Background: an optimization exercise with open tools, aiming at a short achievable clock period and few clock cycles. Do not read the settings as production practice.
RTL that was checked went through simulation tests only; none was proved equivalent to the original.
Only the layout flow was run in run 2; the RTL was not checked for function there.
Power figures rest on the tool's default switching activity, not on a simulated workload.

==> design.v <==
`timescale 1ns/1ps
`default_nettype none
module serial_cpu_top (
    input  wire        clk,
    input  wire        rst_n,
    input  wire        start,
    input  wire [7:0]  i_datain,
    input  wire [7:0]  d_datain,
    output wire [8:0]  i_addr,
    output wire [8:0]  d_addr,
    output wire        d_we,
    output wire [7:0]  d_dataout,
    output wire [1:0]  run_status
);
    localparam [4:0] NOP  = 5'd0,  HALT = 5'd1,  LOAD = 5'd2,  STORE = 5'd3,
                     LDIH = 5'd4,  ADD  = 5'd5,  ADDI = 5'd6,  SUB   = 5'd7,
                     SUBI = 5'd8,  CMP  = 5'd9,  AND  = 5'd10, OR    = 5'd11,
                     XOR  = 5'd12, SLL  = 5'd13, SRL  = 5'd14, SET   = 5'd15,
                     JUMP = 5'd16, JMPR = 5'd17, BZ   = 5'd18, BNZ   = 5'd19,
                     BN   = 5'd20, BNN  = 5'd21, BC   = 5'd22, BNC   = 5'd23;
    localparam [1:0] RUNNING = 2'd0, HALTED = 2'd1, MEM_END = 2'd2;
    reg  [1:0]  status;
    reg         fetching;    
    reg         ph;          
    reg         drain;       
    reg  [7:0]  pc;
    reg  [7:0]  lo;          
    reg  [15:0] gr [0:7];
    reg         cf;
    reg         zv;          
    reg  [15:0] zres;        
    reg         ex_we;
    reg         ex_zn;
    reg         ex_c;
    reg  [2:0]  rd;          
    reg  [15:0] opa;
    reg  [15:0] opb;
    reg         cin;
    reg  [3:0]  shamt;
    reg         s_add, s_and, s_or, s_xor, s_sll, s_srl, s_b;
    reg         m1, m2, mst;
    reg  [7:0]  maddr;
    reg  [7:0]  dout;
    reg         we_q;
    wire f1 = fetching & ~ph;
    wire f2 = fetching &  ph;
    assign i_addr     = {pc, ph};
    assign d_addr     = {maddr, m2};
    assign d_we       = we_q;
    assign d_dataout  = dout;
    assign run_status = status;
    wire [4:0] op  = i_datain[7:3];
    wire [2:0] r1  = i_datain[2:0];
    wire [2:0] r2  = lo[6:4];
    wire [2:0] r3  = lo[2:0];
    wire m2ld = m2 & ~mst;
    wire [15:0] gv [0:7];
    genvar gi;
    generate
        for (gi = 0; gi < 8; gi = gi + 1) begin : g_view
            assign gv[gi] = {(m2ld && rd == gi) ? d_datain : gr[gi][15:8], gr[gi][7:0]};
        end
    endgenerate
    wire [7:0] tsum [0:7];
    generate
        for (gi = 0; gi < 8; gi = gi + 1) begin : g_tgt
            assign tsum[gi] = gr[gi][7:0] + lo;
        end
    endgenerate
    wire zf = zv & (zres == 16'd0);
    wire nf = zres[15];
    reg taken;
    always @(*) begin
        case (op)
            JUMP, JMPR: taken = 1'b1;
            BZ:         taken = zf;
            BNZ:        taken = ~zf;
            BN:         taken = nf;
            BNN:        taken = ~nf;
            BC:         taken = cf;
            BNC:        taken = ~cf;
            default:    taken = 1'b0;
        endcase
    end
    wire [7:0] target = (op == JUMP) ? lo : tsum[r1];
    wire [7:0] pc_inc = pc + 8'd1;
    wire [15:0] ra1 = gv[r1];
    wire [15:0] ra2 = gv[r2];
    wire [15:0] rb3 = gv[r3];
    wire use_r1  = (op == LDIH) || (op == ADDI) || (op == SUBI);
    wire is_sub  = (op == SUB) || (op == SUBI) || (op == CMP);
    wire b_reg   = (op == ADD) || (op == SUB) || (op == CMP) ||
                   (op == AND) || (op == OR)  || (op == XOR);
    wire is_mem  = (op == LOAD) || (op == STORE);
    reg [15:0] b_sel;
    always @(*) begin
        if (b_reg)
            b_sel = rb3;
        else if (op == LDIH)
            b_sel = {lo, 8'd0};
        else
            b_sel = {8'd0, lo};
    end
    wire [16:0] sum = {1'b0, opa} + {1'b0, opb} + {16'd0, cin};
    wire [15:0] res = ({16{s_add}} & sum[15:0]) |
                      ({16{s_and}} & (opa & opb)) |
                      ({16{s_or}}  & (opa | opb)) |
                      ({16{s_xor}} & (opa ^ opb)) |
                      ({16{s_sll}} & (opa << shamt)) |
                      ({16{s_srl}} & (opa >> shamt)) |
                      ({16{s_b}}   & opb);
    wire c_new = s_add & (sum[16] ^ cin);
    always @(posedge clk or negedge rst_n) begin
        if (!rst_n) begin
            status   <= HALTED;
            fetching <= 1'b0;
            ph       <= 1'b0;
            drain    <= 1'b0;
            pc       <= 8'd0;
        end else begin
            if (f1)
                ph <= 1'b1;
            if (f2) begin
                ph <= 1'b0;
                if (op == HALT) begin
                    status   <= HALTED;
                    fetching <= 1'b0;
                end else if (pc == 8'd255) begin
                    fetching <= 1'b0;
                    if (is_mem)
                        drain <= 1'b1;
                    else
                        status <= MEM_END;
                end else begin
                    pc <= taken ? target : pc_inc;
                end
            end
            if (drain && m2) begin
                drain  <= 1'b0;
                status <= MEM_END;
            end
            if (status != RUNNING && start) begin
                status   <= RUNNING;
                fetching <= 1'b1;
                ph       <= 1'b0;
                pc       <= 8'd0;
            end
        end
    end
    always @(posedge clk)
        if (f1)
            lo <= i_datain;
    always @(posedge clk or negedge rst_n) begin
        if (!rst_n) begin
            ex_we <= 1'b0;
            ex_zn <= 1'b0;
            ex_c  <= 1'b0;
            m1    <= 1'b0;
            m2    <= 1'b0;
            mst   <= 1'b0;
            we_q  <= 1'b0;
            rd    <= 3'd0;
        end else begin
            ex_we <= f2 && ((op == LDIH) || (op == ADD) || (op == ADDI) || (op == SUB) ||
                            (op == SUBI) || (op == AND) || (op == OR) || (op == XOR) ||
                            (op == SLL) || (op == SRL) || (op == SET));
            ex_zn <= f2 && ((op == LDIH) || (op == ADD) || (op == ADDI) || (op == SUB) ||
                            (op == SUBI) || (op == CMP) || (op == AND) || (op == OR) ||
                            (op == XOR) || (op == SLL) || (op == SRL));
            ex_c  <= f2 && ((op == LDIH) || (op == ADD) || (op == ADDI) || (op == SUB) ||
                            (op == SUBI) || (op == CMP) || (op == AND) || (op == OR) ||
                            (op == XOR));
            m1    <= f2 && is_mem;
            m2    <= m1;
            we_q  <= (f2 && (op == STORE)) || (m1 && mst);
            if (f2) begin
                mst <= (op == STORE);
                rd  <= r1;
            end
        end
    end
    always @(posedge clk) begin
        if (f2) begin
            opa   <= use_r1 ? ra1 : ra2;
            opb   <= is_sub ? ~b_sel : b_sel;
            cin   <= is_sub;
            shamt <= lo[3:0];
            s_add <= (op == LDIH) || (op == ADD) || (op == ADDI) || (op == SUB) ||
                     (op == SUBI) || (op == CMP);
            s_and <= (op == AND);
            s_or  <= (op == OR);
            s_xor <= (op == XOR);
            s_sll <= (op == SLL);
            s_srl <= (op == SRL);
            s_b   <= (op == SET);
            maddr <= gr[r2][7:0] + {4'd0, lo[3:0]};
            dout  <= gr[r1][7:0];
        end else if (m1) begin
            dout  <= gr[rd][15:8];
        end
    end
    always @(posedge clk or negedge rst_n) begin
        if (!rst_n) begin
            cf   <= 1'b0;
            zv   <= 1'b0;
            zres <= 16'd0;
        end else begin
            if (ex_zn) begin
                zv   <= 1'b1;
                zres <= res;
            end
            if (ex_c)
                cf <= c_new;
        end
    end
    integer i;
    always @(posedge clk or negedge rst_n) begin
        if (!rst_n) begin
            for (i = 0; i < 8; i = i + 1)
                gr[i] <= 16'd0;
        end else begin
            for (i = 0; i < 8; i = i + 1) begin
                if (ex_we && rd == i)
                    gr[i] <= res;
                else begin
                    if (m1 && !mst && rd == i)
                        gr[i][7:0] <= d_datain;
                    if (m2ld && rd == i)
                        gr[i][15:8] <= d_datain;
                end
            end
        end
    end
endmodule
`default_nettype wire
==> run.sh <==
#!/bin/bash
# synth_recipe.tcl (not shown) runs the flow's synth.tcl, then flattens the netlist and writes it again
# the make line also repeats each setting of config.mk as NAME=value (left out here)
make -C /OpenROAD-flow-scripts/flow DESIGN_CONFIG=/design/flow/config.mk WORK_HOME=/design/flow/orfs CLKGATE_MAP_FILE= SYNTH_SCRIPT=/design/flow/synth_recipe.tcl finish
==> config.mk <==
export PLATFORM = sky130hd
export DESIGN_NAME = serial_cpu_top
export DESIGN_NICKNAME = serial_cpu_top
export VERILOG_FILES = /design/flow/design.v
export SDC_FILE = /design/flow/constraint.sdc
export NUM_CORES = 4
export LEC_CHECK = 0
export CAP_MARGIN = 20
export CORE_MARGIN = 2
export CORE_UTILIZATION = 40
export SLEW_MARGIN = 20
==> constraint.sdc <==
create_clock -name core_clock -period 6.0 [get_ports {clk}]
set_input_delay 1.2000 -clock core_clock [delete_from_list [all_inputs] [get_ports {clk}]]
set_output_delay 1.2000 -clock core_clock [all_outputs]
set_load 0.01 [all_outputs]
==> reports/results.tsv, run 1 <==
stage	metric	value	unit
clock_tree	hold_buffers	0	
critical_path	start_kind	input port	
placement	placed_area	18400	sq um
finish	fin_cells	2473	
routing	viasPerCell	6.46	
grt	antenna_found_initial	0	
pwr	p_leak	8.00	nW
sta	fmax	224	MHz
pwr	combPwrFrac	57.4	%
logic_synthesis	ys_types	89	
sta	holdWs	0.465	ns
sta	rsz0062_at_grt	no	
job	drv_cap	0	
pwr	p_per_area	638	nW/um^2
finish	syn_to_final_growth	10.5	%
placement	dp.final_hpwl	50000	um
floorplan	die_area	45500	sq um
sta	slew_headroom	28.2	%
finish	antenna_cells	0	
pwr	clkPwrFrac	14.1	%
logic_synthesis	synth_edf_count	68	
logic_synthesis	synth_seq_cells	237	
sta	final_hold_viol_count	0	
critical_path	slowest_stage	a2111oi_0	
finish	fin_util	44.9	%
routing	drt_first_pass_iters	6	
finish	mostFrequentLayoutCell	nand2_1	
pwr	p_sw	6.15	mW
critical_path	rr_worst_depth	8	
pwr	power.internal	6.21	mW
critical_path	cp.arrival	4.92	ns
sta	period_needed	4.46	ns
sta	finalSetupViolCount	0	
floorplan	die_w	213	um
logic_synthesis	ys.flop_type	dfrtp_1	
routing	vias	15968	
clock_tree	cts_setup_buffers	0	
placement	placedCellCount	2420	
floorplan	start_util	40.6	%
finish	drive_above_1_share	10.5	%
critical_path	crit_chain	clkdlybuf4s50_1, buf_4, or3_1, o21ai_0, inv_1, ha_1, nand3_1, nor2_1, a2111oi_0, a21oi_1, xor2_1, mux2i_1, a21oi_1	
critical_path	worst-path-max-fanout	12	
clock_tree	numCtsBuffers	28	
clock_tree	cts_tree	yes	
floorplan	ios	48	
sta	final_max_slew_viol_count	0	
routing	wl	67600	um
finish	final_nets	1933	
sta	fin_worst_skew	0.0127	ns
pwr	vdd_drop_max	0.310	mV
clock_tree	clk_latency	0.58	ns
clock_tree	clock_path_buffers	3	
min_path	hp-start	m1	
floorplan	core_area	43200	sq um
sta	post-route-period-util	74.4	%
logic_synthesis	synth.avg_cell_area	9.28	sq um
run_status	outcome	no timing/DRC/antenna violations	
placement	port_buffers	47	
critical_path	worstPathRequired	6.46	ns
logic_synthesis	ys_seq_area_share	35.8	%
pwr	p_sw_share	49.8	%
logic_synthesis	yosys_warnings	2	
logic_synthesis	synth_area	17500	sq um
finish	fin_area	19400	sq um
logic_synthesis	netlist_instances	1888	
grt	track_usage	29.8	%
min_path	holdPathStages	0	
grt	grt_pass1_vias	15281	
critical_path	cp-end-kind	flop	
grt	grt_pass1_wl	101000	um
logic_synthesis	synth_nets	1955	
clock_tree	htree_num_levels	1	
placement	routabilityCongestion	1.03	
routing	routedWlPerCell	27.3	um
critical_path	worst_path_largest_cell_delay	0.77	ns
sta	tns	0	ns
routing	drcViolationCount	0	
clock_tree	numClockSinks	237	
clock_tree	root_buffer	clkbuf_16	
critical_path	startpoint	i_datain[2]	
min_path	min_to	m2	
critical_path	r2r_end	opb[11]	
critical_path	r2r_start	rd[0]	
logic_synthesis	async_flop_share	71.3	%
critical_path	critPathMostFrequentCell	a21oi_1	
grt	grt_max_degree	91	
clock_tree	cts.clk_slew.worst_paths	0.06	ns
routing	ant_nets	0	
pwr	power_frac_seq	28.5	%
sta	tightest_slew	1.07	ns
routing	drt_iter0_markers	2132	
critical_path	path_class	input port to flop	
critical_path	r2r_slack	1.96	ns
floorplan	rows	76	
grt	gr-total-overflow	0	
finish	mostFrequentLayoutCells	nand2_1, mux2i_1, dfrtp_1	
floorplan	die_y	213	um
clock_tree	post_cts_resized	0	
min_path	worstHoldPathType	flop to flop	
## cells by family after synthesis
group,Yosys count,share of synthesized area (%)
xor+xnor,29,1.45
compound gates,536,20.3
fa+ha+maj,48,3.60
flops,237,35.8
mux,277,19.6
buf+inv,208,4.88
simple gates,553,14.4
## synthesized netlist by cell type (18+ instances only)
cell type / n / share of area, %
a211oi_1: 21 / 0.90
a21oi_1: 113 / 3.2
a221oi_1: 30 / 1.5
a22oi_1: 18 / 0.77
a31oi_1: 26 / 0.93
buf_1: 22 / 0.47
buf_2: 18 / 0.51
clkbuf_1: 85 / 1.8
dfrtp_1: 168 / 24
edfxtp_1: 68 / 12
ha_1: 44 / 3.1
inv_1: 66 / 1.4
mux2_2: 26 / 1.7
mux2i_1: 201 / 11
mux4_2: 49 / 6.3
nand2_1: 207 / 4.4
nand2b_1: 23 / 0.82
nand3_1: 24 / 0.69
nor2_1: 156 / 3.3
nor2b_1: 21 / 0.75
nor3_1: 54 / 1.5
o21ai_0: 148 / 4.2
o22ai_1: 28 / 1.0
## area by class of cell
type | instances | area, sq um
multi-input cells | 1443 | 10400
flip-flops and latches | 237 | 6270
fillers | 4162 | 23800
repair buffers | 83 | 732
inverters | 73 | 274
clock buffers | 38 | 790
clock inverters | 14 | 144
well taps | 585 | 732
## metal layers
layer | vias up | GRT usage, % | routed length (um)
met5 | - | 1.40 | 83
met4 | 2 | 12.3 | 3230
met3 | 191 | 6.33 | 6450
met2 | 941 | 45.2 | 29500
met1 | 7816 | 41.4 | 28300
li1 | 7018 | - | -
## worst max-delay path by stage
stage | to | slack (ns) | cells after the start
after floorplan | pc[7] | 1.85 | 14
after global placement | pc[7] | 1.11 | 12
after detailed placement | pc[7] | 1.05 | 12
after CTS | pc[7] | 1.64 | 12
after global routing | pc[7] | 1.31 | 14
final | pc[7] | 1.54 | 13
## per-stage QoR
stage	setup WS [ns]	total power, mW
CTS	1.64	12.2
floorplan	1.85	7.81
detailed placement	1.05	10.4
global route	1.31	13.0
global placement	1.11	10.3
finish	1.54	12.4
## power groups by stage
stage | clock [mW] | sequential, mW | combinational, mW
2_1_floorplan | 0 | 3.04 | 4.77
3_3_place_gp | 0 | 3.48 | 6.82
3_5_place_dp | 0 | 3.50 | 6.89
4_1_cts | 1.77 | 3.47 | 6.92
5_1_grt | 1.83 | 3.59 | 7.60
6_report | 1.74 | 3.52 | 7.10
## state kept, by name, indices dropped and copies added, names as in the netlist, 2 cells and up
name and cells:
gr 128, dout 8, lo 8, shamt 4, maddr 8, status 2
zres 16, opb 16, pc 8, rd 3, opa 16
## critical path, delay by kind of cell
kind / cells / cell delay (ns)
buffers and inverters: 3 / 0.90
XOR/XNOR: 1 / 0.21
adder cells (fa/ha/maj): 1 / 0.34
AND/OR/NAND/NOR: 3 / 0.64
multiplexers: 1 / 0.20
AO/OA/AOI/OAI: 4 / 1.43
Testbench counts, summed over its fixed seeds: cycles 102,654.
==> inputs of run 2 (changes only) <==
--- a/design.v
+++ b/design.v
@@ -31,4 +31,8 @@
     reg  [15:0] zres;        
     reg         ex_we;
+    reg  [7:0]  wbsel;       
+    reg  [7:0]  m1sel;       
+    reg  [7:0]  m2sel;       
+    reg  [15:0] res_q;
     reg         ex_zn;
     reg         ex_c;
@@ -50,20 +54,57 @@
     assign d_dataout  = dout;
     assign run_status = status;
+    function automatic [16:0] ks16(input [15:0] a, input [15:0] b, input ci);
+        reg [15:0] g, p, gn, pn;
+        reg [16:0] c;
+        integer j, d;
+        begin
+            g = a & b;
+            p = a ^ b;
+            for (d = 1; d < 16; d = d * 2) begin
+                gn = g; pn = p;
+                for (j = d; j < 16; j = j + 1) begin
+                    gn[j] = g[j] | (p[j] & g[j-d]);
+                    pn[j] = p[j] & p[j-d];
+                end
+                g = gn; p = pn;
+            end
+            c[0] = ci;
+            for (j = 0; j < 16; j = j + 1)
+                c[j+1] = g[j] | (p[j] & ci);
+            ks16 = {c[16], (a ^ b) ^ c[15:0]};
+        end
+    endfunction
+    function automatic [7:0] ks8(input [7:0] a, input [7:0] b);
+        reg [7:0] g, p, gn, pn;
+        reg [7:0] c;
+        integer j, d;
+        begin
+            g = a & b;
+            p = a ^ b;
+            for (d = 1; d < 8; d = d * 2) begin
+                gn = g; pn = p;
+                for (j = d; j < 8; j = j + 1) begin
+                    gn[j] = g[j] | (p[j] & g[j-d]);
+                    pn[j] = p[j] & p[j-d];
+                end
+                g = gn; p = pn;
+            end
+            c = {g[6:0], 1'b0};
+            ks8 = (a ^ b) ^ c;
+        end
+    endfunction
     wire [4:0] op  = i_datain[7:3];
     wire [2:0] r1  = i_datain[2:0];
     wire [2:0] r2  = lo[6:4];
     wire [2:0] r3  = lo[2:0];
-    wire m2ld = m2 & ~mst;
     wire [15:0] gv [0:7];
+    wire [7:0]  tsum [0:7];
+    wire [7:0]  tfwd = ks8(res_q[7:0], lo);
     genvar gi;
     generate
         for (gi = 0; gi < 8; gi = gi + 1) begin : g_view
-            assign gv[gi] = {(m2ld && rd == gi) ? d_datain : gr[gi][15:8], gr[gi][7:0]};
-        end
-    endgenerate
-    wire [7:0] tsum [0:7];
-    generate
-        for (gi = 0; gi < 8; gi = gi + 1) begin : g_tgt
-            assign tsum[gi] = gr[gi][7:0] + lo;
+            assign gv[gi] = wbsel[gi] ? res_q :
+                            m2sel[gi] ? {d_datain, gr[gi][7:0]} : gr[gi];
+            assign tsum[gi] = wbsel[gi] ? tfwd : ks8(gr[gi][7:0], lo);
         end
     endgenerate
@@ -83,7 +124,23 @@
         endcase
     end
-    wire [7:0] target = (op == JUMP) ? lo : tsum[r1];
+    wire [7:0] r1oh;
+    generate
+        for (gi = 0; gi < 8; gi = gi + 1) begin : g_r1oh
+            assign r1oh[gi] = (r1 == gi);
+        end
+    endgenerate
+    reg [7:0]  tsel;
+    reg [15:0] ra1;
+    integer k;
+    always @(*) begin
+        tsel = 8'd0;
+        ra1  = 16'd0;
+        for (k = 0; k < 8; k = k + 1) begin
+            tsel = tsel | ({8{r1oh[k]}} & tsum[k]);
+            ra1  = ra1  | ({16{r1oh[k]}} & gv[k]);
+        end
+    end
+    wire [7:0] target = (op == JUMP) ? lo : tsel;
     wire [7:0] pc_inc = pc + 8'd1;
-    wire [15:0] ra1 = gv[r1];
     wire [15:0] ra2 = gv[r2];
     wire [15:0] rb3 = gv[r3];
@@ -102,5 +159,5 @@
             b_sel = {8'd0, lo};
     end
-    wire [16:0] sum = {1'b0, opa} + {1'b0, opb} + {16'd0, cin};
+    wire [16:0] sum = ks16(opa, opb, cin);
     wire [15:0] res = ({16{s_add}} & sum[15:0]) |
                       ({16{s_and}} & (opa & opb)) |
@@ -149,9 +206,11 @@
     end
     always @(posedge clk)
-        if (f1)
-            lo <= i_datain;
+        lo <= i_datain;
     always @(posedge clk or negedge rst_n) begin
         if (!rst_n) begin
             ex_we <= 1'b0;
+            wbsel <= 8'd0;
+            m1sel <= 8'd0;
+            m2sel <= 8'd0;
             ex_zn <= 1'b0;
             ex_c  <= 1'b0;
@@ -173,4 +232,7 @@
             m1    <= f2 && is_mem;
             m2    <= m1;
+            wbsel <= {8{ex_we}} & (8'd1 << rd);
+            m1sel <= {8{f2 && (op == LOAD)}} & (8'd1 << r1);
+            m2sel <= m1sel;
             we_q  <= (f2 && (op == STORE)) || (m1 && mst);
             if (f2) begin
@@ -181,23 +243,22 @@
     end
     always @(posedge clk) begin
-        if (f2) begin
-            opa   <= use_r1 ? ra1 : ra2;
-            opb   <= is_sub ? ~b_sel : b_sel;
-            cin   <= is_sub;
-            shamt <= lo[3:0];
-            s_add <= (op == LDIH) || (op == ADD) || (op == ADDI) || (op == SUB) ||
-                     (op == SUBI) || (op == CMP);
-            s_and <= (op == AND);
-            s_or  <= (op == OR);
-            s_xor <= (op == XOR);
-            s_sll <= (op == SLL);
-            s_srl <= (op == SRL);
-            s_b   <= (op == SET);
-            maddr <= gr[r2][7:0] + {4'd0, lo[3:0]};
-            dout  <= gr[r1][7:0];
-        end else if (m1) begin
-            dout  <= gr[rd][15:8];
-        end
-    end
+        opa   <= use_r1 ? ra1 : ra2;
+        opb   <= is_sub ? ~b_sel : b_sel;
+        cin   <= is_sub;
+        shamt <= lo[3:0];
+        s_add <= (op == LDIH) || (op == ADD) || (op == ADDI) || (op == SUB) ||
+                 (op == SUBI) || (op == CMP);
+        s_and <= (op == AND);
+        s_or  <= (op == OR);
+        s_xor <= (op == XOR);
+        s_sll <= (op == SLL);
+        s_srl <= (op == SRL);
+        s_b   <= (op == SET);
+        dout  <= f2 ? ra1[7:0] : gr[rd][15:8];
+        if (f2)
+            maddr <= ks8(gv[r2][7:0], {4'd0, lo[3:0]});
+    end
+    always @(posedge clk)
+        res_q <= res;
     always @(posedge clk or negedge rst_n) begin
         if (!rst_n) begin
@@ -221,10 +282,10 @@
         end else begin
             for (i = 0; i < 8; i = i + 1) begin
-                if (ex_we && rd == i)
-                    gr[i] <= res;
+                if (wbsel[i])
+                    gr[i] <= res_q;
                 else begin
-                    if (m1 && !mst && rd == i)
+                    if (m1sel[i])
                         gr[i][7:0] <= d_datain;
-                    if (m2ld && rd == i)
+                    if (m2sel[i])
                         gr[i][15:8] <= d_datain;
                 end
==> flow/run.sh (new file) <==
#!/bin/bash
# The standard layout, with faster cells for the port buffers.
set -euo pipefail
export BUFFER_PORTS_ARGS="-buffer_cell sky130_fd_sc_hd__buf_4"
bash standard.sh > standard.log 2>&1
==> standard.sh (new file) <==
#!/bin/bash
# synth_recipe.tcl (not shown) runs the flow's synth.tcl, then flattens the netlist and writes it again
# the make line also repeats each setting of config.mk as NAME=value (left out here)
make -C /OpenROAD-flow-scripts/flow DESIGN_CONFIG=/design/flow/config.mk WORK_HOME=/design/flow/orfs CLKGATE_MAP_FILE= SYNTH_SCRIPT=/design/flow/synth_recipe.tcl "${@:-finish}"
--- a/config.mk
+++ b/config.mk
@@ -6,6 +6,9 @@
 export NUM_CORES = 4
 export LEC_CHECK = 0
+export ABC_CLOCK_PERIOD_IN_PS = 2200
 export CAP_MARGIN = 20
 export CORE_MARGIN = 2
-export CORE_UTILIZATION = 40
+export CORE_UTILIZATION = 25
+export CTS_BUF_LIST = sky130_fd_sc_hd__clkbuf_16
+export SETUP_SLACK_MARGIN = 3.8
 export SLEW_MARGIN = 20
removed: run.sh
==> run 2 against run 1 <==
  * Still clean on timing, DRC and antenna
  * Hold slack lost 0.080 ns
  * Synthesized area increased by 23%
  * Sequential share of layout area fell by 11 points
  * Final area grew 61%
  * Critical endpoint is now maddr[7]
  * Highest routed layer unchanged
==> reports/results.tsv, run 2 <==
stage	metric	value	unit	change
sta	rsz0062_at_grt	yes		was no
job	drv_cap	0		unchanged
finish	fin_cells	3970		was 2,473
critical_path	critPathMostFrequentCell	a21oi_2		was a21oi_1
finish	antenna_cells	0		unchanged
clock_tree	hold_buffers	0		unchanged
critical_path	crit_chain	buf_12, clkinvlp_4, a21boi_4, mux2i_1, a22o_1, a21oi_2, a21oi_2, ha_1, a21o_1, a21oi_2, nor2b_4, o2111ai_1, xor2_1		was clkdlybuf4s50_1, buf_4, or3_1, o21ai_0, inv_1, ha_1, nand3_1, nor2_1, a2111oi_0, a21oi_1, xor2_1, mux2i_1, a21oi_1
clock_tree	numClockSinks	277		was 237
clock_tree	htree_num_levels	2		was 1
logic_synthesis	synth_area_leaders	dfrtp_1, mux2i_1, dfxtp_1		was dfrtp_1, edfxtp_1, mux2i_1
clock_tree	clock_path_buffers	3		unchanged
sta	tns	0	ns	unchanged
sta	slew_headroom	36.3	%	was 28.2%
logic_synthesis	synth.avg_cell_area	8.38	sq um	was 9.28 sq um
clock_tree	cts.clk_slew.worst_paths	0.06	ns	about the same
critical_path	cp-end-kind	flop		unchanged
routing	vias	23616		was 15,968
finish	syn_to_final_growth	45.0	%	was 10.5%
finish	mostFrequentLayoutCell	nand2_1		unchanged
sta	fmax	335	MHz	was 224 MHz
critical_path	critical-path-top-delay-family	compound AO/OA/AOI/OAI gates		unchanged
grt	track_usage	22.4	%	was 29.8%
grt	gr-total-overflow	0		unchanged
sta	post-route-period-util	49.7	%	was 74.4%
critical_path	worst-path-max-fanout	5		was 12
critical_path	worst_path_largest_cell_delay	0.47	ns	was 0.77 ns
clock_tree	numCtsBuffers	34		was 28
logic_synthesis	ys_types	81		was 89
critical_path	cp.arrival	3.28	ns	was 4.92 ns
critical_path	slowest_stage	dfrtp_2		was a2111oi_0
routing	drt_iter0_markers	3438		was 2,132
logic_synthesis	ys_seq_area_share	30.6	%	was 35.8%
clock_tree	cts_tree	yes		unchanged
floorplan	die_area	88500	sq um	was 45,500 sq um
logic_synthesis	synth_area_leader_cell	dfrtp_1		unchanged
run_status	outcome	no timing/DRC/antenna violations		unchanged
finish	largest_reg_flops	128		unchanged
logic_synthesis	ys.flop_type	dfrtp_1		unchanged
finish	top_register	gr		unchanged
logic_synthesis	netlist_instances	2571		was 1,888
clock_tree	clk_latency	0.57	ns	was 0.58 ns
routing	drcViolationCount	0		unchanged
floorplan	ios	48		unchanged
floorplan	die_y	298	um	was 213 um
routing	ant_nets	0		unchanged
critical_path	path_class	flop to flop		was input port to flop
clock_tree	root_buffer	clkbuf_16		unchanged
sta	final_max_slew_viol_count	0		unchanged
min_path	worstHoldPathType	flop to flop		unchanged
grt	grt_pass1_wl	150000	um	was 101,000 um
critical_path	worst-path-buf-inv	2		was 3
logic_synthesis	async_flop_share	69.7	%	was 71.3%
routing	drt_first_pass_iters	9		was 6
placement	placedCellCount	3604		was 2,420
routing	routedWlPerCell	26.6	um	was 27.3 um
pwr	p_total	13.6	mW	was 12.4 mW
placement	routabilityCongestion	0.990		was 1.03
pwr	p_leak	12.3	nW	was 8.00 nW
sta	period_needed	2.98	ns	was 4.46 ns
critical_path	start_kind	flop		was input port
routing	viasPerCell	5.95		was 6.46
logic_synthesis	synth_nets	2701		was 1,955
logic_synthesis	yosysMostFrequentCell	nand2_1		unchanged
grt	antenna_found_initial	4		was 0
critical_path	worstPathRequired	6.29	ns	was 6.46 ns
grt	grt_max_degree	91		unchanged
floorplan	start_util	25.3	%	was 40.6%
finish	drive_above_1_share	38.2	%	was 10.5%
pwr	p_per_area	434	nW/um^2	was 638 nW/um^2
placement	port_buffers	47		unchanged
floorplan	rows	107		was 76
pwr	vdd_drop_max	0.212	mV	was 0.310 mV
logic_synthesis	synth_seq_cells	277		was 237
floorplan	die_w	298	um	was 213 um
grt	grt_pass1_vias	22118		was 15,281
sta	fin_worst_skew	0.0239	ns	was 0.0127 ns
floorplan	core_area	85300	sq um	was 43,200 sq um
logic_synthesis	synth_edf_count	8		was 68
finish	fillCellCount	8342		was 4,162
sta	tightest_slew	0.955	ns	was 1.07 ns
finish	mostFrequentLayoutCells	nand2_1, buf_4, mux2i_1		was nand2_1, mux2i_1, dfrtp_1
sta	finalSetupViolCount	0		unchanged
logic_synthesis	synthTopCellsByCount	nand2_1, o21ai_0, mux2i_1, nor2_1, dfrtp_1		was nand2_1, mux2i_1, dfrtp_1, nor2_1, o21ai_0
sta	final_hold_viol_count	0		unchanged
routing	wl	106000	um	was 67,600 um
finish	final_nets	2930		was 1,933
logic_synthesis	synth_top_area_share	22.3	%	was 24.0%
placement	dp.final_hpwl	65800	um	was 50,000 um
logic_synthesis	synth_area	21500	sq um	was 17,500 sq um
logic_synthesis	yosys_warnings	2		unchanged
==> run 2: kinds of logic after synthesis <==
group / share of synthesized area [%]
flip-flops: 30.6
adder cells (fa/ha/maj): 6.83
AO/OA/AOI/OAI: 23.4
XOR/XNOR: 2.97
AND/OR/NAND/NOR: 14.7
multiplexers: 15.2
buffers and inverters: 6.29
==> run 2: power breakdown <==
part	internal [mW]	switching [mW]
clock network	1.19	0.911
registers	2.58	0.997
logic	3.42	4.45
==> run 2: metal layers <==
metal	wire length, um	vias to the layer above	global-route usage, %
met1	39000	11320	28.0
met3	13100	596	6.06
met5	59	-	0
met2	45600	1821	34.7
li1	-	9871	-
met4	7910	8	12.6
==> run 2: worst register-to-register path: cells and delay by family (launching register included) <==
family | cells | cell delay, ns
AO/OA/AOI/OAI | 7 | 1.33
XOR/XNOR | 1 | 0.10
adder cells (fa/ha/maj) | 1 | 0.31
buffers and inverters | 2 | 0.34
flip-flops | 1 | 0.47
multiplexers | 1 | 0.11
AND/OR/NAND/NOR | 1 | 0.07
==> run 2: per-stage QoR <==
step | hold slack [ns] | instance area, sq um | util (%) | worst slack [ns]
after global routing | 0.394 | 31200 | 36.6 | 2.97
after CTS | 0.391 | 28900 | 33.9 | 3.18
after floorplan | 0.352 | 22300 | - | 3.17
after detailed placement | 0.381 | 23200 | 27.2 | 2.07
after global placement | 0.366 | 23200 | 27.2 | 2.04
final | 0.384 | 31200 | 36.6 | 3.02
==> run 2: layout make-up <==
class / instances / area, sq um / share of cell area, %
Inverter: 143 / 611 / 1.95
Clock buffer: 36 / 901 / 2.88
Sequential cell: 277 / 6760 / 21.6
Multi-Input combinational cell: 1964 / 16900 / 54.0
Timing Repair Buffer: 380 / 4440 / 14.2
Clock inverter: 26 / 213 / 0.681
Tap cell: 1144 / 1430 / 4.58
==> run 2: final timing paths <==
path / start / end / slack (ns) / cells after the start
max: wbsel[7] / maddr[7] / 3.02 / 13
min in group asynchronous: rst_n / zres[13] / 0.71 / 1
min: m1 / m2 / 0.38 / 0
max reg2reg: wbsel[7] / maddr[7] / 3.02 / 13
max in group asynchronous: rst_n / m2sel[5] / 4.09 / 2
min reg2reg: m1 / m2 / 0.38 / 0
==> run 2: timing repair <==
item                                    4_1_cts  5_1_grt
endpoints found under the setup margin      137      157
pin swaps                                   114      160
cloned                                       22        3
gates resized for setup                     615      352
setup buffers                               186       93
==> inputs of run 3 (changes only) <==
--- a/design.v
+++ b/design.v
@@ -98,15 +98,4 @@
     wire [2:0] r2  = lo[6:4];
     wire [2:0] r3  = lo[2:0];
-    wire [15:0] gv [0:7];
-    wire [7:0]  tsum [0:7];
-    wire [7:0]  tfwd = ks8(res_q[7:0], lo);
-    genvar gi;
-    generate
-        for (gi = 0; gi < 8; gi = gi + 1) begin : g_view
-            assign gv[gi] = wbsel[gi] ? res_q :
-                            m2sel[gi] ? {d_datain, gr[gi][7:0]} : gr[gi];
-            assign tsum[gi] = wbsel[gi] ? tfwd : ks8(gr[gi][7:0], lo);
-        end
-    endgenerate
     wire zf = zv & (zres == 16'd0);
     wire nf = zres[15];
@@ -124,25 +113,46 @@
         endcase
     end
-    wire [7:0] r1oh;
+    wire [7:0] r1oh, r2oh, r3oh;
+    wire [7:0] tsum [0:7];       
+    wire [7:0] asum [0:7];       
+    genvar gi;
     generate
-        for (gi = 0; gi < 8; gi = gi + 1) begin : g_r1oh
+        for (gi = 0; gi < 8; gi = gi + 1) begin : g_rd
             assign r1oh[gi] = (r1 == gi);
+            assign r2oh[gi] = (r2 == gi);
+            assign r3oh[gi] = (r3 == gi);
+            assign tsum[gi] = ks8(gr[gi][7:0], lo);
+            assign asum[gi] = ks8(gr[gi][7:0], {4'd0, lo[3:0]});
         end
     endgenerate
-    reg [7:0]  tsel;
-    reg [15:0] ra1;
+    wire [7:0] tfwd = ks8(res_q[7:0], lo);
+    wire [7:0] afwd = ks8(res_q[7:0], {4'd0, lo[3:0]});
+    reg [15:0] g1, g2, g3;
+    reg [7:0]  t1, a2;
     integer k;
     always @(*) begin
-        tsel = 8'd0;
-        ra1  = 16'd0;
+        g1 = 16'd0; g2 = 16'd0; g3 = 16'd0; t1 = 8'd0; a2 = 8'd0;
         for (k = 0; k < 8; k = k + 1) begin
-            tsel = tsel | ({8{r1oh[k]}} & tsum[k]);
-            ra1  = ra1  | ({16{r1oh[k]}} & gv[k]);
+            g1 = g1 | ({16{r1oh[k]}} & gr[k]);
+            g2 = g2 | ({16{r2oh[k]}} & gr[k]);
+            g3 = g3 | ({16{r3oh[k]}} & gr[k]);
+            t1 = t1 | ({8{r1oh[k] & ~wbsel[k]}} & tsum[k]);
+            a2 = a2 | ({8{r2oh[k] & ~wbsel[k]}} & asum[k]);
         end
     end
+    wire wb1 = |(r1oh & wbsel);
+    wire wb2 = |(r2oh & wbsel);
+    wire wb3 = |(r3oh & wbsel);
+    wire ld1 = |(r1oh & m2sel);
+    wire ld2 = |(r2oh & m2sel);
+    wire ld3 = |(r3oh & m2sel);
+    wire [15:0] ra1 = wb1 ? res_q : {ld1 ? d_datain : g1[15:8], g1[7:0]};
+    wire [15:0] ra2 = wb2 ? res_q : {ld2 ? d_datain : g2[15:8], g2[7:0]};
+    wire [15:0] rb3 = wb3 ? res_q : {ld3 ? d_datain : g3[15:8], g3[7:0]};
+    wire [7:0]  tsel = t1 | ({8{wb1}} & tfwd);
+    wire [7:0]  asel = a2 | ({8{wb2}} & afwd);
+    wire [7:0] g_rd_hi = gr[rd][15:8];
     wire [7:0] target = (op == JUMP) ? lo : tsel;
     wire [7:0] pc_inc = pc + 8'd1;
-    wire [15:0] ra2 = gv[r2];
-    wire [15:0] rb3 = gv[r3];
     wire use_r1  = (op == LDIH) || (op == ADDI) || (op == SUBI);
     wire is_sub  = (op == SUB) || (op == SUBI) || (op == CMP);
@@ -255,7 +265,7 @@
         s_srl <= (op == SRL);
         s_b   <= (op == SET);
-        dout  <= f2 ? ra1[7:0] : gr[rd][15:8];
+        dout  <= f2 ? ra1[7:0] : g_rd_hi;
         if (f2)
-            maddr <= ks8(gv[r2][7:0], {4'd0, lo[3:0]});
+            maddr <= asel;
     end
     always @(posedge clk)
--- a/config.mk
+++ b/config.mk
@@ -6,9 +6,9 @@
 export NUM_CORES = 4
 export LEC_CHECK = 0
-export ABC_CLOCK_PERIOD_IN_PS = 2200
+export ABC_CLOCK_PERIOD_IN_PS = 2300
 export CAP_MARGIN = 20
 export CORE_MARGIN = 2
-export CORE_UTILIZATION = 25
+export CORE_UTILIZATION = 30
 export CTS_BUF_LIST = sky130_fd_sc_hd__clkbuf_16
-export SETUP_SLACK_MARGIN = 3.8
+export SETUP_SLACK_MARGIN = 3.7
 export SLEW_MARGIN = 20
==> run 3 against run 2 <==
  * Synthesized cell count down 3.5%
  * Count of clock-buffer cells in the layout down 1
  * Hold slack worse by 0.0092 ns
  * Largest power group unchanged
==> reports/results.tsv, run 3 <==
stage	metric	value	unit	change
run_status	outcome	no timing/DRC/antenna violations		unchanged
placement	dp.final_hpwl	64600	um	was 65,800 um
pwr	combPwrFrac	50.2	%	was 58.1%
critical_path	start_kind	input port		was flop
logic_synthesis	yosys_warnings	2		unchanged
finish	top_register	gr		unchanged
critical_path	worstPathRequired	6.44	ns	was 6.29 ns
pwr	vdd_drop_max	0.220	mV	was 0.212 mV
critical_path	slowest_stage	mux4_2		was dfrtp_2
critical_path	r2r_start	wbsel[5]		was wbsel[7]
grt	grt_max_degree	127		was 91
finish	mostFrequentLayoutCells	nand2_1, buf_4, o21ai_0		was nand2_1, buf_4, mux2i_1
logic_synthesis	async_flop_share	69.7	%	unchanged
sta	final_hold_viol_count	0		unchanged
min_path	worstHoldPathType	flop to flop		unchanged
grt	grt_pass1_wl	147000	um	was 150,000 um
critical_path	crit_chain	buf_16, mux4_2, mux2i_4, buf_6, a31oi_4, a2111oi_4, nand4_1, a32o_1		was buf_12, clkinvlp_4, a21boi_4, mux2i_1, a22o_1, a21oi_2, a21oi_2, ha_1, a21o_1, a21oi_2, nor2b_4, o2111ai_1, xor2_1
job	drv_cap	0		unchanged
logic_synthesis	synth_edf_count	8		unchanged
pwr	p_sw_share	47.3	%	was 46.9%
grt	antenna_found_initial	3		was 4
logic_synthesis	synth_area_leader_cell	dfrtp_1		unchanged
sta	tns	0	ns	unchanged
finish	fin_util	39.1	%	was 36.6%
logic_synthesis	ys_seq_area_share	30.3	%	was 30.6%
critical_path	r2r_slack	3.30	ns	was 3.02 ns
routing	viasPerCell	6.39		was 5.95
pwr	p_sw	6.21	mW	was 6.36 mW
placement	port_buffers	47		unchanged
critical_path	critical-path-top-delay-family	multiplexers		was compound AO/OA/AOI/OAI gates
grt	track_usage	26.1	%	was 22.4%
pwr	power_frac_seq	33.7	%	was 26.4%
clock_tree	cts_tree	yes		unchanged
logic_synthesis	synth_nets	2606		was 2,701
floorplan	start_util	30.4	%	was 25.3%
sta	fin_worst_skew	0.0446	ns	was 0.0239 ns
clock_tree	numClockSinks	277		unchanged
critical_path	cp-end-kind	flop		unchanged
routing	drcViolationCount	0		unchanged
sta	slew_headroom	19.8	%	was 36.3%
grt	grt_pass1_vias	21598		was 22,118
pwr	p_per_area	469	nW/um^2	was 434 nW/um^2
logic_synthesis	yosysMostFrequentCell	nand2_1		unchanged
floorplan	ios	48		unchanged
clock_tree	numCtsBuffers	34		unchanged
finish	drive_above_1_share	28.6	%	was 38.2%
clock_tree	cts.clk_slew.worst_paths	0.06	ns	about the same
sta	final_max_slew_viol_count	0		unchanged
finish	mostFrequentLayoutCell	nand2_1		unchanged
sta	post-route-period-util	45.1	%	was 49.7%
floorplan	rows	98		was 107
logic_synthesis	synth_seq_cells	277		unchanged
clock_tree	clock_path_buffers	3		unchanged
pwr	p_leak	10.7	nW	was 12.3 nW
logic_synthesis	synth_area_leaders	dfrtp_1, mux2i_1, dfxtp_1		unchanged
routing	routedWlPerCell	28.3	um	was 26.6 um
critical_path	worst-path-max-fanout	5		unchanged
critical_path	crit_end	pc[6]		was maddr[7]
critical_path	r2r_end	pc[6]		was maddr[7]
placement	placedCellCount	3302		was 3,604
grt	gr-total-overflow	0		unchanged
logic_synthesis	synth.avg_cell_area	8.77	sq um	was 8.38 sq um
critical_path	cp.depth	8		was 13
clock_tree	clk_latency	0.59	ns	was 0.57 ns
finish	largest_reg_flops	128		unchanged
critical_path	worst_path_largest_cell_delay	0.51	ns	was 0.47 ns
finish	fin_cells	3583		was 3,970
finish	final_nets	2729		was 2,930
floorplan	die_w	273	um	was 298 um
sta	finalSetupViolCount	0		unchanged
routing	ant_nets	0		unchanged
sta	tightest_slew	1.20	ns	was 0.955 ns
clock_tree	hold_buffers	0		unchanged
logic_synthesis	synthTopCellsByCount	nand2_1, o21ai_0, mux2i_1, dfrtp_1, a22oi_1		was nand2_1, o21ai_0, mux2i_1, nor2_1, dfrtp_1
floorplan	die_area	74700	sq um	was 88,500 sq um
logic_synthesis	synth_area	21800	sq um	was 21,500 sq um
logic_synthesis	netlist_instances	2481		was 2,571
routing	vias	22893		was 23,616
critical_path	rr_worst_depth	8		was 13
placement	routabilityCongestion	0.993		was 0.990
routing	wl	101000	um	was 106,000 um
clock_tree	htree_num_levels	2		unchanged
critical_path	path_class	input port to flop		was flop to flop
sta	rsz0062_at_grt	yes		unchanged
routing	drt_iter0_markers	3864		was 3,438
critical_path	startpoint	i_datain[1]		was wbsel[7]
critical_path	worst-path-buf-inv	2		unchanged
clock_tree	root_buffer	clkbuf_16		unchanged
sta	fin_ws	3.29	ns	was 3.02 ns
sta	fmax	369	MHz	was 335 MHz
floorplan	core_area	71600	sq um	was 85,300 sq um
critical_path	cp.arrival	3.15	ns	was 3.28 ns
logic_synthesis	ys_types	93		was 81
routing	drt_first_pass_iters	8		was 9
pwr	clkPwrFrac	16.1	%	was 15.5%
floorplan	die_y	273	um	was 298 um
logic_synthesis	synth_top_area_share	22.1	%	was 22.3%
sta	period_needed	2.71	ns	was 2.98 ns
finish	syn_to_final_growth	28.6	%	was 45.0%
logic_synthesis	ys.flop_type	dfrtp_1		unchanged
pwr	power.internal	6.91	mW	was 7.19 mW
placement	pre_cts_ws	2.39	ns	was 2.07 ns
run 3: cell count changes after synthesis, moves of 38 or more:
cell      before  now
nand4_1        9   53
o22ai_1       81   24
clkbuf_1     106  162
a22oi_1       25  172
nor2_1       210  117
a21oi_1      180   88
o21ai_0      242  204
inv_1        139   67
run 3: kinds of logic (layout without fill, tap and decap cells):
family	Yosys count	count (layout)	share of synthesized area (%)
compound gates	788	788	24.7
simple gates	643	645	14.7
buf+inv	294	441	5.48
flops	277	277	30.3
mux	265	265	14.0
xor+xnor	108	108	4.35
fa+ha+maj	106	106	6.44
other cells	0	3	0
run 3: timing repair:
action	in CTS	in global routing
endpoints found under the setup margin	112	104
gates resized for setup	336	147
gates cloned	7	2
pin swaps	89	83
setup buffers	148	59
run 3: worst reg2reg max path: cells and delay by family (launching register included):
| family | cells | cell delay [ns] |
|---|---|---|
| simple gates | 1 | 0.15 |
| mux | 2 | 0.84 |
| flops | 1 | 0.51 |
| buf+inv | 2 | 0.37 |
| compound gates | 3 | 0.68 |
run 3: metal layers:
layer	wire length, um	global-route usage (%)	vias to the layer above
li1	-	-	9574
met1	38000	32.6	10970
met2	42300	38.7	1808
met3	13200	8.84	535
met4	7850	15.9	6
met5	114	0	-
run 3: worst min-delay path by stage:
stage	to	depth (start not counted)	from	slack [ns]
6_report	m2	0	m1	0.37
5_1_grt	m2	0	m1	0.39
3_5_place_dp	m2	0	m1	0.36
3_3_place_gp	m2	0	m1	0.36
2_1_floorplan	m2sel[0]	0	m1sel[0]	0.35
4_1_cts	m2	0	m1	0.38
run 3: area by class of cell:
cell class              instances  area [sq um]
fillers                      7047         43600
multi-input cells            1912         15500
flip-flops and latches        277          6740
repair buffers                310          3130
well taps                     950          1190
clock buffers                  35           876
inverters                      69           268
clock inverters                27           230
diodes                          3          7.51
run 3: power groups by stage:
stage	clock, mW	combinational (mW)	sequential, mW
2_1_floorplan	0	3.90	3.27
3_3_place_gp	0	5.07	4.24
3_5_place_dp	0	5.08	4.23
4_1_cts	2.13	5.95	4.22
5_1_grt	2.21	7.01	4.42
6_report	2.12	6.59	4.42
run 3: metrics by stage:
step | instance area (sq um) | hold WS, ns | power [mW]
floorplan | 22000 | 0.352 | 7.17
CTS | 26800 | 0.376 | 12.3
global placement | 22900 | 0.361 | 9.31
detailed placement | 22900 | 0.362 | 9.31
finish | 28000 | 0.375 | 13.1
global route | 28000 | 0.385 | 13.6
Testbench counts of run 3, summed over its fixed seeds: cycles 102,654.
==> inputs of run 4 (changes only) <==
--- a/design.v
+++ b/design.v
@@ -19,20 +19,32 @@
                      JUMP = 5'd16, JMPR = 5'd17, BZ   = 5'd18, BNZ   = 5'd19,
                      BN   = 5'd20, BNN  = 5'd21, BC   = 5'd22, BNC   = 5'd23;
-    localparam [1:0] RUNNING = 2'd0, HALTED = 2'd1, MEM_END = 2'd2;
+    localparam [1:0] RUNNING = 2'b01, HALTED = 2'b00, MEM_END = 2'b11;
     reg  [1:0]  status;
     reg         fetching;    
     reg         ph;          
+    reg         f2;          
     reg         drain;       
     reg  [7:0]  pc;
     reg  [7:0]  lo;          
     reg  [15:0] gr [0:7];
-    reg         cf;
-    reg         zv;          
-    reg  [15:0] zres;        
+    reg         zf_q, nf_q, cf_q;    
+    reg         znp;         
+    reg         cp;          
+    reg         idle;        
+    reg  [7:0]  pc_inc;      
+    reg         at_last;     
     reg         ex_we;
     reg  [7:0]  wbsel;       
     reg  [7:0]  m1sel;       
     reg  [7:0]  m2sel;       
-    reg  [15:0] res_q;
+    reg  [7:0]  rlo_q, rh0_q, rh1_q;
+    reg         c8_q, cx0_q, cx1_q;
+    reg         wbset;       
+    reg  [7:0]  tpre [0:7];  
+    reg         zlo_q, zh0_q, zh1_q;    
+    reg  [7:0]  setfw;       
+    reg  [7:0]  dhi;         
+    wire [15:0] res_q = {c8_q ? rh1_q : rh0_q, rlo_q};
+    wire        c_q   = c8_q ? cx1_q : cx0_q;
     reg         ex_zn;
     reg         ex_c;
@@ -47,11 +59,10 @@
     reg  [7:0]  dout;
     reg         we_q;
-    wire f1 = fetching & ~ph;
-    wire f2 = fetching &  ph;
+    wire f1 = fetching & ~f2;
     assign i_addr     = {pc, ph};
     assign d_addr     = {maddr, m2};
     assign d_we       = we_q;
     assign d_dataout  = dout;
-    assign run_status = status;
+    assign run_status = {status[1], ~status[0]};
     function automatic [16:0] ks16(input [15:0] a, input [15:0] b, input ci);
         reg [15:0] g, p, gn, pn;
@@ -61,4 +72,5 @@
             g = a & b;
             p = a ^ b;
+            g[0] = g[0] | (p[0] & ci);
             for (d = 1; d < 16; d = d * 2) begin
                 gn = g; pn = p;
@@ -69,10 +81,31 @@
                 g = gn; p = pn;
             end
-            c[0] = ci;
-            for (j = 0; j < 16; j = j + 1)
-                c[j+1] = g[j] | (p[j] & ci);
+            c = {g, ci};
             ks16 = {c[16], (a ^ b) ^ c[15:0]};
         end
     endfunction
+    function automatic [8:0] ks8c(input [7:0] a, input [7:0] b, input ci);
+        reg [7:0] g, p, gn, pn;
+        integer j, d;
+        begin
+            g = a & b;
+            p = a ^ b;
+            g[0] = g[0] | (p[0] & ci);
+            for (d = 1; d < 8; d = d * 2) begin
+                gn = g; pn = p;
+                for (j = d; j < 8; j = j + 1) begin
+                    gn[j] = g[j] | (p[j] & g[j-d]);
+                    pn[j] = p[j] & p[j-d];
+                end
+                g = gn; p = pn;
+            end
+            ks8c = {g[7], (a ^ b) ^ {g[6:0], ci}};
+        end
+    endfunction
+    function automatic zsum8(input [7:0] a, input [7:0] b, input ci);
+        begin
+            zsum8 = &((a ^ b) ~^ {a[6:0] | b[6:0], ci});
+        end
+    endfunction
     function automatic [7:0] ks8(input [7:0] a, input [7:0] b);
         reg [7:0] g, p, gn, pn;
@@ -98,6 +131,7 @@
     wire [2:0] r2  = lo[6:4];
     wire [2:0] r3  = lo[2:0];
-    wire zf = zv & (zres == 16'd0);
-    wire nf = zres[15];
+    wire zf = znp ? (zlo_q & (c8_q ? zh1_q : zh0_q)) : zf_q;
+    wire nf = znp ? res_q[15] : nf_q;
+    wire cf = cp ? c_q : cf_q;
     reg taken;
     always @(*) begin
@@ -114,5 +148,4 @@
     end
     wire [7:0] r1oh, r2oh, r3oh;
-    wire [7:0] tsum [0:7];       
     wire [7:0] asum [0:7];       
     genvar gi;
@@ -122,9 +155,7 @@
             assign r2oh[gi] = (r2 == gi);
             assign r3oh[gi] = (r3 == gi);
-            assign tsum[gi] = ks8(gr[gi][7:0], lo);
             assign asum[gi] = ks8(gr[gi][7:0], {4'd0, lo[3:0]});
         end
     endgenerate
-    wire [7:0] tfwd = ks8(res_q[7:0], lo);
     wire [7:0] afwd = ks8(res_q[7:0], {4'd0, lo[3:0]});
     reg [15:0] g1, g2, g3;
@@ -137,5 +168,5 @@
             g2 = g2 | ({16{r2oh[k]}} & gr[k]);
             g3 = g3 | ({16{r3oh[k]}} & gr[k]);
-            t1 = t1 | ({8{r1oh[k] & ~wbsel[k]}} & tsum[k]);
+            t1 = t1 | ({8{r1oh[k]}} & tpre[k]);
             a2 = a2 | ({8{r2oh[k] & ~wbsel[k]}} & asum[k]);
         end
@@ -150,9 +181,11 @@
     wire [15:0] ra2 = wb2 ? res_q : {ld2 ? d_datain : g2[15:8], g2[7:0]};
     wire [15:0] rb3 = wb3 ? res_q : {ld3 ? d_datain : g3[15:8], g3[7:0]};
-    wire [7:0]  tsel = t1 | ({8{wb1}} & tfwd);
+    wire [7:0]  tsel = t1;
+    wire hz1 = |(r1oh & ((wbsel & {8{~wbset}}) | m2sel));
+    wire is_br = (op == JMPR) || (op == BZ) || (op == BNZ) || (op == BN) ||
+                 (op == BNN) || (op == BC) || (op == BNC);
+    wire hazard = is_br & hz1;
     wire [7:0]  asel = a2 | ({8{wb2}} & afwd);
-    wire [7:0] g_rd_hi = gr[rd][15:8];
     wire [7:0] target = (op == JUMP) ? lo : tsel;
-    wire [7:0] pc_inc = pc + 8'd1;
     wire use_r1  = (op == LDIH) || (op == ADDI) || (op == SUBI);
     wire is_sub  = (op == SUB) || (op == SUBI) || (op == CMP);
@@ -169,7 +202,8 @@
             b_sel = {8'd0, lo};
     end
-    wire [16:0] sum = ks16(opa, opb, cin);
-    wire [15:0] res = ({16{s_add}} & sum[15:0]) |
-                      ({16{s_and}} & (opa & opb)) |
+    wire [8:0]  slo = ks8c(opa[7:0], opb[7:0], cin);
+    wire [8:0]  sh0 = ks8c(opa[15:8], opb[15:8], 1'b0);
+    wire [8:0]  sh1 = ks8c(opa[15:8], opb[15:8], 1'b1);
+    wire [15:0] oth = ({16{s_and}} & (opa & opb)) |
                       ({16{s_or}}  & (opa | opb)) |
                       ({16{s_xor}} & (opa ^ opb)) |
@@ -177,28 +211,29 @@
                       ({16{s_srl}} & (opa >> shamt)) |
                       ({16{s_b}}   & opb);
-    wire c_new = s_add & (sum[16] ^ cin);
+    wire [7:0] pcn = taken ? target : pc_inc;
     always @(posedge clk or negedge rst_n) begin
         if (!rst_n) begin
             status   <= HALTED;
+            idle     <= 1'b1;
             fetching <= 1'b0;
             ph       <= 1'b0;
+            f2       <= 1'b0;
             drain    <= 1'b0;
-            pc       <= 8'd0;
         end else begin
-            if (f1)
-                ph <= 1'b1;
+            ph <= fetching & ~ph;
+            f2 <= fetching & ~f2;
             if (f2) begin
-                ph <= 1'b0;
                 if (op == HALT) begin
                     status   <= HALTED;
+                    idle     <= 1'b1;
                     fetching <= 1'b0;
-                end else if (pc == 8'd255) begin
+                end else if (at_last) begin
                     fetching <= 1'b0;
                     if (is_mem)
                         drain <= 1'b1;
-                    else
+                    else begin
                         status <= MEM_END;
-                end else begin
-                    pc <= taken ? target : pc_inc;
+                        idle   <= 1'b1;
+                    end
                 end
             end
@@ -206,13 +241,21 @@
                 drain  <= 1'b0;
                 status <= MEM_END;
+                idle   <= 1'b1;
             end
-            if (status != RUNNING && start) begin
+            if (idle && start) begin
                 status   <= RUNNING;
+                idle     <= 1'b0;
                 fetching <= 1'b1;
-                ph       <= 1'b0;
-                pc       <= 8'd0;
             end
         end
     end
+    always @(posedge clk) begin
+        if (idle)
+            pc <= 8'd0;
+        else if (f2 && !hazard)
+            pc <= pcn;
+        pc_inc  <= pc + 8'd1;
+        at_last <= (pc == 8'd255);
+    end
     always @(posedge clk)
         lo <= i_datain;
@@ -221,4 +264,5 @@
             ex_we <= 1'b0;
             wbsel <= 8'd0;
+            wbset <= 1'b0;
             m1sel <= 8'd0;
             m2sel <= 8'd0;
@@ -243,4 +287,5 @@
             m2    <= m1;
             wbsel <= {8{ex_we}} & (8'd1 << rd);
+            wbset <= ex_we & s_b;
             m1sel <= {8{f2 && (op == LOAD)}} & (8'd1 << r1);
             m2sel <= m1sel;
@@ -265,22 +310,42 @@
         s_srl <= (op == SRL);
         s_b   <= (op == SET);
-        dout  <= f2 ? ra1[7:0] : g_rd_hi;
+        dout  <= f2 ? ra1[7:0] : dhi;
+        dhi   <= ra1[15:8];
         if (f2)
             maddr <= asel;
     end
     always @(posedge clk)
-        res_q <= res;
+    begin
+        rlo_q <= s_add ? slo[7:0] : oth[7:0];
+        rh0_q <= s_add ? sh0[7:0] : oth[15:8];
+        rh1_q <= s_add ? sh1[7:0] : oth[15:8];
+        c8_q  <= slo[8];
+        cx0_q <= s_add & (sh0[8] ^ cin);
+        cx1_q <= s_add & (sh1[8] ^ cin);
+        zlo_q <= s_add ? zsum8(opa[7:0], opb[7:0], cin) : (oth[7:0] == 8'd0);
+        zh0_q <= s_add ? zsum8(opa[15:8], opb[15:8], 1'b0) : (oth[15:8] == 8'd0);
+        zh1_q <= s_add ? zsum8(opa[15:8], opb[15:8], 1'b1) : (oth[15:8] == 8'd0);
+        setfw <= {8{f2 && (op == SET)}} & r1oh;
+    end
+    wire [7:0] tset = ks8(opb[7:0], i_datain);
+    generate
+        for (gi = 0; gi < 8; gi = gi + 1) begin : g_tpre
+            always @(posedge clk)
+                tpre[gi] <= setfw[gi] ? tset : ks8(gr[gi][7:0], i_datain);
+        end
+    endgenerate
     always @(posedge clk or negedge rst_n) begin
         if (!rst_n) begin
-            cf   <= 1'b0;
-            zv   <= 1'b0;
-            zres <= 16'd0;
+            zf_q <= 1'b0;
+            nf_q <= 1'b0;
+            cf_q <= 1'b0;
+            znp  <= 1'b0;
+            cp   <= 1'b0;
         end else begin
-            if (ex_zn) begin
-                zv   <= 1'b1;
-                zres <= res;
-            end
-            if (ex_c)
-                cf <= c_new;
+            zf_q <= zf;
+            nf_q <= nf;
+            cf_q <= cf;
+            znp  <= ex_zn;
+            cp   <= ex_c;
         end
     end
==> run 4 against run 3 <==
  * Largest power group unchanged
  * Register-to-register slack better by 0.06 ns
  * Via count grew 10%
  * Still clean on timing, DRC and antenna
  * Sequential share of layout area up 1.2 points
==> reports/results.tsv, run 4 <==
stage	metric	value	unit	change
run_status	outcome	no timing/DRC/antenna violations		unchanged
grt	grt_max_degree	95		was 127
routing	drt_iter0_markers	3592		was 3,864
sta	rsz0062_at_grt	yes		unchanged
finish	largest_reg_flops	128		unchanged
grt	gr-total-overflow	0		unchanged
sta	finalSetupViolCount	0		unchanged
floorplan	rows	108		was 98
logic_synthesis	synth_area_leaders	dfrtp_1, dfxtp_1, mux2i_1		was dfrtp_1, mux2i_1, dfxtp_1
pwr	p_leak	13.2	nW	was 10.7 nW
clock_tree	numCtsBuffers	44		was 34
logic_synthesis	yosysMostFrequentCell	nand2_1		unchanged
critical_path	crit_chain	buf_16, inv_12, fa_2, nor2b_1, o21ai_1, a21boi_2, o21a_1, nor2_2, xnor2_4, buf_12, mux2_2		was buf_16, mux4_2, mux2i_4, buf_6, a31oi_4, a2111oi_4, nand4_1, a32o_1
routing	drt_first_pass_iters	9		was 8
sta	slew_headroom	30.7	%	was 19.8%
finish	top_register	gr		unchanged
critical_path	slowest_stage	fa_2		was mux4_2
sta	final_hold_viol_count	0		unchanged
logic_synthesis	synth_area	26100	sq um	was 21,800 sq um
sta	fin_worst_skew	0.0166	ns	was 0.0446 ns
placement	dp.final_hpwl	73000	um	was 64,600 um
critical_path	start_kind	input port		unchanged
grt	antenna_found_initial	7		was 3
critical_path	r2r_slack	3.36	ns	was 3.30 ns
finish	final_nets	3166		was 2,729
critical_path	worst_path_largest_cell_delay	0.27	ns	was 0.51 ns
grt	grt.busiest_layer	met2		unchanged
clock_tree	numClockSinks	370		was 277
sta	tightest_slew	1.04	ns	was 1.20 ns
grt	grt_pass1_vias	24328		was 21,598
logic_synthesis	synth_area_leader_cell	dfrtp_1		unchanged
floorplan	die_y	299	um	was 273 um
logic_synthesis	synth_seq_cells	370		was 277
grt	track_usage	25.1	%	was 26.1%
clock_tree	cts.clk_slew.worst_paths	0.06	ns	about the same
critical_path	cp.arrival	3.13	ns	was 3.15 ns
sta	holdWs	0.348	ns	was 0.375 ns
critical_path	worst-path-buf-inv	3		was 2
floorplan	start_util	30.1	%	was 30.4%
logic_synthesis	ys_seq_area_share	32.1	%	was 30.3%
job	drv_cap	0		unchanged
clock_tree	root_buffer	clkbuf_16		unchanged
floorplan	core_area	86500	sq um	was 71,600 sq um
sta	post-route-period-util	44.3	%	was 45.1%
logic_synthesis	synth_top_area_share	16.7	%	was 22.1%
finish	mostFrequentLayoutCell	nand2_1		unchanged
routing	routedWlPerCell	27.8	um	was 28.3 um
floorplan	die_area	89300	sq um	was 74,700 sq um
finish	mostFrequentLayoutCells	nand2_1, mux2i_1, nor2_1		was nand2_1, buf_4, o21ai_0
clock_tree	cts_tree	yes		unchanged
grt	met1_usage	31.6	%	was 32.6%
placement	port_buffers	47		unchanged
logic_synthesis	synth_edf_count	8		unchanged
logic_synthesis	synth_nets	3049		was 2,606
min_path	worstHoldPathType	flop to flop		unchanged
logic_synthesis	synth.avg_cell_area	9.07	sq um	was 8.77 sq um
routing	vias	25279		was 22,893
placement	routabilityCongestion	0.967		was 0.993
sta	period_needed	2.66	ns	was 2.71 ns
logic_synthesis	yosys_warnings	3		was 2
finish	drive_above_1_share	30.3	%	was 28.6%
grt	use_met3	7.58	%	was 8.84%
routing	drcViolationCount	0		unchanged
logic_synthesis	netlist_instances	2876		was 2,481
logic_synthesis	synthTopCellsByCount	nand2_1, mux2i_1, nor2_1, o21ai_0, dfxtp_1		was nand2_1, o21ai_0, mux2i_1, dfrtp_1, a22oi_1
routing	viasPerCell	6.04		was 6.39
critical_path	worstPathRequired	6.47	ns	was 6.44 ns
clock_tree	clk_latency	0.59	ns	about the same
critical_path	path_class	input port to flop		unchanged
finish	syn_to_final_growth	29.4	%	was 28.6%
routing	wl	116000	um	was 101,000 um
logic_synthesis	async_flop_share	47.3	%	was 69.7%
critical_path	cp-end-kind	flop		unchanged
logic_synthesis	ys.flop_type	dfxtp_1		was dfrtp_1
critical_path	critical-path-top-delay-family	buffers and inverters		was multiplexers
clock_tree	clock_path_buffers	3		unchanged
sta	tns	0	ns	unchanged
finish	reg_top3	gr (128), tpre (64)		
routing	ant_nets	0		unchanged
finish	fillCellCount	8354		was 7,047
logic_synthesis	ys_types	78		was 93
clock_tree	htree_num_levels	2		unchanged
grt	use_met2	38.0	%	was 38.7%
sta	final_max_slew_viol_count	0		unchanged
pwr	vdd_drop_max	0.218	mV	was 0.220 mV
floorplan	die_w	299	um	was 273 um
floorplan	ios	48		unchanged
finish	fin_util	39.0	%	was 39.1%
sta	fmax	376	MHz	was 369 MHz
grt	grt_pass1_wl	167000	um	was 147,000 um
pwr	p_per_area	473	nW/um^2	was 469 nW/um^2
critical_path	worst-path-max-fanout	27		was 5
## run 4: stage by stage
stage / worst slack, ns / instances / instance area (sq um) / total power [mW]
2_1_floorplan: 3.17 / 2876 / 26700 / 9.03
3_3_place_gp: 1.99 / 3894 / 27700 / 11.4
3_5_place_dp: 1.94 / 3894 / 27700 / 11.5
4_1_cts: 3.43 / 4148 / 32700 / 15.2
5_1_grt: 3.30 / 4183 / 33700 / 16.6
6_report: 3.34 / 4185 / 33700 / 16.0
## run 4: timing repair
item | 4_1_cts | 5_1_grt
gates cloned | 25 | 1
hold buffers | 0 | 0
endpoints found under the setup margin | 184 | 135
resized for setup | 433 | 181
setup buffers | 151 | 31
pin swaps | 94 | 106
## run 4: where the power goes
part | leakage, nW | internal [mW] | total [mW] | switching (mW)
Sequential | 3.77 | 3.55 | 5.37 | 1.81
Combinational | 8.71 | 3.75 | 7.79 | 4.04
Clock | 0.734 | 1.65 | 2.82 | 1.17
## run 4: cells by family (layout without fill, tap and decap cells)
logic type / count (synthesis) / in the layout / synth area share [%]
and+or+nand+nor: 762 / 762 / 13.3
adders and majority gates: 154 / 154 / 8.02
DFF: 370 / 370 / 32.1
xor gates and xnor gates: 159 / 159 / 5.34
AOI/OAI and AO/OA: 710 / 711 / 17.5
other: 0 / 5 / 0
buffers and inverters: 320 / 468 / 5.07
muxes: 401 / 401 / 18.7
## run 4: final timing paths
path | to | start | cells past startpoint
setup / recovery | tpre[0][6] | i_datain[1] | 11
hold / removal | cp | ex_c | 0
setup reg to reg | maddr[5] | gr[4][1] | 8
hold reg to reg | cp | ex_c | 0
max in group asynchronous | gr[4][0] | rst_n | 2
min in group asynchronous | ex_zn | rst_n | 1
## run 4: per-layer routing
layer	vias up	wire length, um
met4	6	8250
met3	546	14200
met5	-	37
li1	10662	-
met1	12325	44000
met2	1740	49800
## run 4: layout make-up
| type | count | area (sq um) | share of cell area [%] |
|---|---|---|---|
| multi-input cells | 2187 | 18300 | 54.2 |
| flip-flops and latches | 370 | 8540 | 25.3 |
| repair buffers | 299 | 3610 | 10.7 |
| well taps | 1155 | 1450 | 4.28 |
| clock buffers | 46 | 1150 | 3.41 |
| inverters | 91 | 363 | 1.08 |
| clock inverters | 32 | 317 | 0.938 |
| diodes | 5 | 12.5 | 0.0371 |
Testbench counts of run 4, summed over its fixed seeds: cycles 102,654.

==> re-timing with driven ports <==
The flow's constraints put no driver on any port. The routed layouts listed below were extracted and timed again, unchanged, in two steps.
Step 1 assumes that a clkbuf_16 drives the clock port and a buf_2 every other input.
Step 2 times the ports against the registers' clock, not the clock port: input delays grow and output delays shrink by t, the midpoint of the rising clock arrivals with the driver on.
a / b / c = no drivers / after step 1 / after step 2; a / b = the first two.
run	t, ns	slack for setup (ns)	hold WS [ns]	worst slew at a driven data input, ns	cell pins on the clock port's net
run 1	0.631	1.539 / 1.576 / 0.945	0.465 / 0.465 / 0.465	0.05	1
run 2	0.608	3.016 / 3.016 / 2.603	0.384 / 0.384 / 0.384	0.24	1
run 3	0.633	3.291 / 3.193 / 2.559	0.375 / 0.375 / 0.375	0.17	1
run 4	0.649	3.341 / 3.077 / 2.429	0.348 / 0.348 / 0.348	0.44	1
After both steps setup and hold are still met in every run listed. The setup slack of run 4, which loses most, moves by -0.264 ns with the drivers and by -0.912 ns with both steps.
